What follows belongs to an exercise in optimizing a design on an open flow for small area, a short achievable clock period and few clock cycles per item; a production flow would make more cautious choices.
In this exercise RTL edits were held to simulation tests only and were not proved equivalent to the original.
Power and IR drop assume default switching activity.

==> flow/design.v (excerpt) <==
module mb_booth_mult32 (
    input  logic          clk,
    input  logic          rst,
    input  logic          in_valid,
    input  logic [mb_pkg::N-1:0]  a,
    input  logic [mb_pkg::N-1:0]  b,
    output logic          out_valid,
    output logic [63:0]   product
);
For scale: about 2800 cells after synthesis, ~29000 um2 of cells after synthesis.
==> flow/config.mk <==
export PLATFORM = sky130hd
export DESIGN_NAME = mb_booth_mult32
export DESIGN_NICKNAME = mb_booth_mult32
export VERILOG_FILES = /design/flow/design.v
export SDC_FILE = /design/flow/constraint.sdc
export NUM_CORES = 4
export LEC_CHECK = 0
export CAP_MARGIN = 50
export CORE_MARGIN = 2
export CORE_UTILIZATION = 40
export SLEW_MARGIN = 70
export SYNTH_HIERARCHICAL = 1
==> flow/constraint.sdc <==
create_clock -name core_clock -period 10.0 [get_ports {clk}]
set_input_delay 2.0000 -clock core_clock [delete_from_list [all_inputs] [get_ports {clk}]]
set_output_delay 2.0000 -clock core_clock [all_outputs]
set_load 0.01 [all_outputs]
run.sh (not shown) runs the stock make flow with config.mk's settings and CLKGATE_MAP_FILE= SYNTH_SCRIPT=/design/flow/synth_recipe.tcl, a recipe that flattens the netlist after the stock synthesis.
The baseline completed without violations.
Testbench counts at the start, summed over its fixed seeds: cycles 160,016, items 160,000.
==> next run, changes <==
--- a/flow/config.mk
+++ b/flow/config.mk
@@ -8 +8 @@
-export CAP_MARGIN = 50
+export CAP_MARGIN = 20
@@ -11 +11,2 @@
-export SLEW_MARGIN = 70
+export CTS_BUF_LIST = sky130_fd_sc_hd__clkbuf_4 sky130_fd_sc_hd__clkbuf_8
+export SLEW_MARGIN = 50
The new run passed the timing, design-rule and antenna checks.
Sequential cell count stays the same.
Synthesized cell count does not change.
Wire length is lower by 0.66%.
Design area drops by about 5%.
Clock skew barely changes.
Worst setup slack gets worse by 0.0078 ns.
Die area stays the same.
Worst hold slack degrades by 0.0060 ns.
Sequential power increases by about 5%.
Clock power stays flat.
==> next run, changes <==
--- a/flow/config.mk
+++ b/flow/config.mk
@@ -7,0 +8 @@
+export ABC_AREA = 1
@@ -11 +11,0 @@
-export CTS_BUF_LIST = sky130_fd_sc_hd__clkbuf_4 sky130_fd_sc_hd__clkbuf_8
Effect: Cell area came out higher by 7.4%. Worst setup slack gets worse by 0.44 ns. Total power came out higher by 6.3%. Non-clock buffer count came out higher by 42. Core utilization came out higher by 0.30 points.
==> next run, changes <==
--- a/flow/config.mk
+++ b/flow/config.mk
@@ -8 +7,0 @@
-export ABC_AREA = 1
@@ -11 +10 @@
-export CORE_UTILIZATION = 40
+export CORE_UTILIZATION = 50
Result: Power decreases by a few percent. First-iteration DRC count increases by a few percent. Sequential power increases by about a fifth. Wire length decreases by roughly a tenth. Cell count decreases by a quarter to a third.

---

Another version of the RTL of mb_booth_mult32 (not shown whole).
Size: ~2800 cells after synthesis, roughly 130 I/O pins.
// mb_booth_mult32
module mb_booth_mult32 (
    input  logic          clk,
    input  logic          rst,
    input  logic          in_valid,
    input  logic [mb_pkg::N-1:0]  a,
    input  logic [mb_pkg::N-1:0]  b,
    output logic          out_valid,
    output logic [63:0]   product
);
    logic [mb_pkg::N:0]          a_ext_s;
    logic [3*mb_pkg::DIGITS-1:0] digit_d, digit_q;
    logic [mb_pkg::N-1:0]        b_q;
    logic                        v0_q;
    assign a_ext_s = {a, 1'b0};
    for (genvar g = 0; g < mb_pkg::DIGITS; g++) begin : g_enc
        mb_digit_enc u_enc (.trip(a_ext_s[2*g+2 -: 3]), .digit(digit_d[3*g +: 3]));
    end
    always_ff @(posedge clk) begin
        digit_q <= digit_d;
        b_q     <= b;
        v0_q    <= in_valid & ~rst;
    end
    logic [mb_pkg::PPW-1:0] pp_s [mb_pkg::DIGITS];
    logic [mb_pkg::DIGITS-1:0] neg_s;
    logic [mb_pkg::N:0] b_ext_s, b_sh_s;
    assign b_ext_s = {b_q[mb_pkg::N-1], b_q};
    assign b_sh_s  = {b_q, 1'b0};
    always_comb begin
        for (int g = 0; g < mb_pkg::DIGITS; g++) begin
            for (int j = 0; j <= mb_pkg::N; j++) begin
                pp_s[g][j] = ((digit_q[3*g+1] & b_ext_s[j]) | (digit_q[3*g] & b_sh_s[j])) ^ digit_q[3*g+2];
            end
            pp_s[g][mb_pkg::N] = ~pp_s[g][mb_pkg::N];
            neg_s[g] = digit_q[3*g+2];
        end
    end
    logic s1;
    logic c2;
    logic s3;
    logic c4;
    logic s5;
    logic c6;
    logic s7;
    logic c8;
    logic s9;
    logic c10;
    logic s11;
    logic c12;
    logic s13;
    logic c14;
    logic s15;
    logic c16;
    logic s17;
    logic c18;
    logic s19;
    logic c20;
    logic s21;
    logic c22;
    logic s23;
    logic c24;
    logic s25;
    logic c26;
    logic s27;
    logic c28;
    logic s29;
  ...
clock: 10.0 ns
lec_check: 0
cap_margin: 50
core_margin: 2
core_utilization: 40
slew_margin: 70
synth_hierarchical: 1
The starting point ran to the end with no violations.
Testbench counts at the start, summed over its fixed seeds: cycles 160,016, items 160,000.
Then changed:
==> flow/flow/run.sh (new file) <==
#!/bin/bash
set -euo pipefail
cd "$(dirname "$0")/.."
MARGIN=$(cat flow/setup_margin.txt)
bash standard.sh SETUP_SLACK_MARGIN="$MARGIN" finish > flow_standard.log 2>&1
==> flow/flow/setup_margin.txt (new file) <==
6.4
==> flow/standard.sh (new file) <==
#!/bin/bash
# synth_recipe.tcl (not shown) runs the flow's synth.tcl, then flattens the netlist and writes it again
# the make line also repeats each setting of config.mk as NAME=value (left out here)
make -C /OpenROAD-flow-scripts/flow DESIGN_CONFIG=/design/flow/config.mk WORK_HOME=/design/flow/orfs CLKGATE_MAP_FILE= SYNTH_SCRIPT=/design/flow/synth_recipe.tcl "${@:-finish}"
Settings changed: CAP_MARGIN 50 to 20, SLEW_MARGIN 70 to 20.
removed: flow/run.sh
Effect: Flip-flop and latch count does not change; setup slack improves by 0.17 ns; clock power went up by about 6%.
Then changed:
==> flow/run.sh (new file) <==
#!/bin/bash
# synth_recipe.tcl (not shown) runs the flow's synth.tcl, then flattens the netlist and writes it again
# the make line also repeats each setting of config.mk as NAME=value (left out here)
make -C /OpenROAD-flow-scripts/flow DESIGN_CONFIG=/design/flow/config.mk WORK_HOME=/design/flow/orfs CLKGATE_MAP_FILE= SYNTH_SCRIPT=/design/flow/synth_recipe.tcl finish
Settings changed: CORE_UTILIZATION 40 to 65, PLACE_DENSITY from default to 0.75.
removed: flow/flow/run.sh
removed: flow/flow/setup_margin.txt
removed: flow/standard.sh
Result:
- The changed run went through all stages and came out clean
- critical path depth falls by 1
- wire length falls by about a fifth
- clock-buffer cell count rises by 2
- flip-flop and latch count stays the same
- global-route usage rises by 12 points
- cell area falls by roughly a tenth
- via count falls by a few percent
- final cell count falls by roughly a tenth
Then changed:
Settings changed: CORE_UTILIZATION 65 to 40, PLACE_DENSITY 0.75 to default.
What happened:
- The new run completed with no timing, DRC or antenna violations
- synthesized cell count is unchanged
- routed wire length increases by 5.6%
- fmax grows by 1.8%
- final area increases by 1.7%
- clock skew came out lower by 0.0098 ns
- setup slack gets better by 0.077 ns

---

Setup of branch indigo:
mb_booth_mult32, a different RTL version from the one above (not shown whole).
For scale: about 2,800 cells after synthesis, about 130 I/O pins, roughly 29,000 sq um of cells after synthesis.
clock: 10.0 ns
lec_check: 0
cap_margin: 40
core_margin: 2
core_utilization: 40
slew_margin: 55
synth_hierarchical: 1
Stock flow here: none of the scripts above is used.
Testbench counts of branch indigo, summed over its fixed seeds: cycles 160,016, items 160,000.
#### Input delta (branch maple over branch indigo)
- a change of SLEW_MARGIN from 55 to 50
- a change of CAP_MARGIN from 40 to 20
Summary: with branch indigo as the reference, fmax in branch maple moved up slightly. Overall fraction of global-route tracks in use delta for branch maple relative to branch indigo: 0.19 points higher. Of the two candidates, branch indigo has the better relative slew slack and branch maple the worse one. branch maple has completed all stages; timing, DRC and antenna checks passed. Met3 track utilization from global routing, branch indigo and branch maple: higher on branch maple. [compare] base=branch indigo new=branch maple: area of all placed cells without fillers essentially unchanged; share of total power in sequential cells level.

---

== run 1 ==
RTL: one of the versions met above, not the one the previous note started from.
For scale: roughly 2800 cells after synthesis, ~280 flip-flops, roughly 29000 µm² of cells after synthesis.
clock: 10.0 ns
lec_check: 0
cap_margin: 20
core_margin: 2
core_utilization: 40
slew_margin: 50
synth_hierarchical: 1
standard.sh (not shown) runs the stock make flow with config.mk's settings and CLKGATE_MAP_FILE= SYNTH_SCRIPT=/design/flow/synth_recipe.tcl, a recipe that flattens the netlist after the stock synthesis.
==> flow/flow/run.sh <==
#!/bin/bash
set -euo pipefail
cd "$(dirname "$0")/.."
MARGIN=$(cat flow/setup_margin.txt)
bash standard.sh SETUP_SLACK_MARGIN="$MARGIN" finish > flow_standard.log 2>&1
==> flow/flow/setup_margin.txt <==
6.35
Run 1 finished end to end and its layout was clean on timing, DRC and antenna.
Testbench counts of run 1, summed over its fixed seeds: cycles 160,016, items 160,000.
Inputs modified between run 1 and run 2:
==> flow/run.sh (new file) <==
#!/bin/bash
# synth_recipe.tcl (not shown) runs the flow's synth.tcl, then flattens the netlist and writes it again
# the make line also repeats each setting of config.mk as NAME=value (left out here)
make -C /OpenROAD-flow-scripts/flow DESIGN_CONFIG=/design/flow/config.mk WORK_HOME=/design/flow/orfs CLKGATE_MAP_FILE= SYNTH_SCRIPT=/design/flow/synth_recipe.tcl finish
removed: flow/flow/run.sh
removed: flow/flow/setup_margin.txt
removed: flow/standard.sh
## What came out
In the reports for run 2 and run 1, the smaller fraction of the cycle the final worst path needs belongs to run 1.
Run 1 → run 2: flip-flop and latch power grew by about 3%, portion of total power attributed to the clock network grew by 0.7 points, cell leakage power shrank by 1.0 nW, fmax shrank by about 4%.
On run 2: global-route wire length before repair is about 3% lower than what run 1 gave.
Violation count after the first detailed-route iteration (run 2 / run 1): 0.80
Between run 2 and run 1, the clock group power does not differ in any meaningful way.
Changes in run 3 relative to run 2:
- a change of SLEW_MARGIN from 50 to 35
==> results.txt <==
As of run 3, overall power after layout had fallen slightly compared to run 2. Summary of the comparison: detailed-route wire length per cell is higher in run 3, relative to run 2. Compared with run 2, in run 3 post-layout instance area has decreased, number of fillers in the final layout has increased, clock network latency to the later pin of the worst-skew pair has remained practically unchanged, final weighted congestion of routability-driven global placement has remained practically unchanged, final cycle utilization of the critical path has increased. Run 3 vs. run 2: global-route wire length before repair decreased by 1.2 mm relative to the old numbers; final hold slack decreased by 0.0099 ns relative to the old numbers; final cell count without fillers closely matched the old numbers.

port drivers added, routing unchanged:
No port has a modelled driver above. Below, the same layouts with a new extraction and two added sets of constraints.
Step 1 (the two cells are an assumption about what drives the block):
set clk [get_ports {clk}]
set_driving_cell -lib_cell sky130_fd_sc_hd__clkbuf_16 $clk
set_driving_cell -lib_cell sky130_fd_sc_hd__buf_2 [delete_from_list [all_inputs] $clk]
Step 2 also shifts input and output timing later by t, the mid clock arrival at the registers, as if the neighbouring blocks saw the same clock.
Three values: no drivers, after step 1, after step 2; two values: the first two.
run	t (ns)	setup slack, ns	latest minus earliest clock arrival (ns)
the first run of note 1	0.631	6.073 / 6.073 / 6.073	0.031 / 0.031
the second run of note 1	0.710	6.066 / 6.066 / 5.709	0.031 / 0.031
the third run of note 1	0.632	5.625 / 5.625 / 5.625	0.024 / 0.024
the fourth run of note 1	0.613	6.024 / 6.024 / 5.774	0.023 / 0.023
the first run of note 2	0.623	6.159 / 6.159 / 6.159	0.020 / 0.020
the second run of note 2	0.631	6.329 / 6.329 / 6.329	0.047 / 0.047
the third run of note 2	0.631	5.771 / 5.771 / 5.771	0.034 / 0.033
the fourth run of note 2	0.611	5.848 / 5.848 / 5.848	0.024 / 0.024
branch indigo	0.628	6.112 / 6.112 / 6.112	0.026 / 0.026
branch maple	0.615	6.146 / 6.146 / 6.146	0.021 / 0.021
run 1	0.629	6.256 / 6.256 / 5.938	0.024 / 0.024
run 2	0.632	6.098 / 6.098 / 5.696	0.039 / 0.040
run 3	0.633	5.853 / 5.853 / 5.701	0.026 / 0.026
After both steps every run listed still meets setup and hold. The setup slack of run 2, which loses most, moves by 0.000 ns with the drivers and by -0.402 ns with both steps.
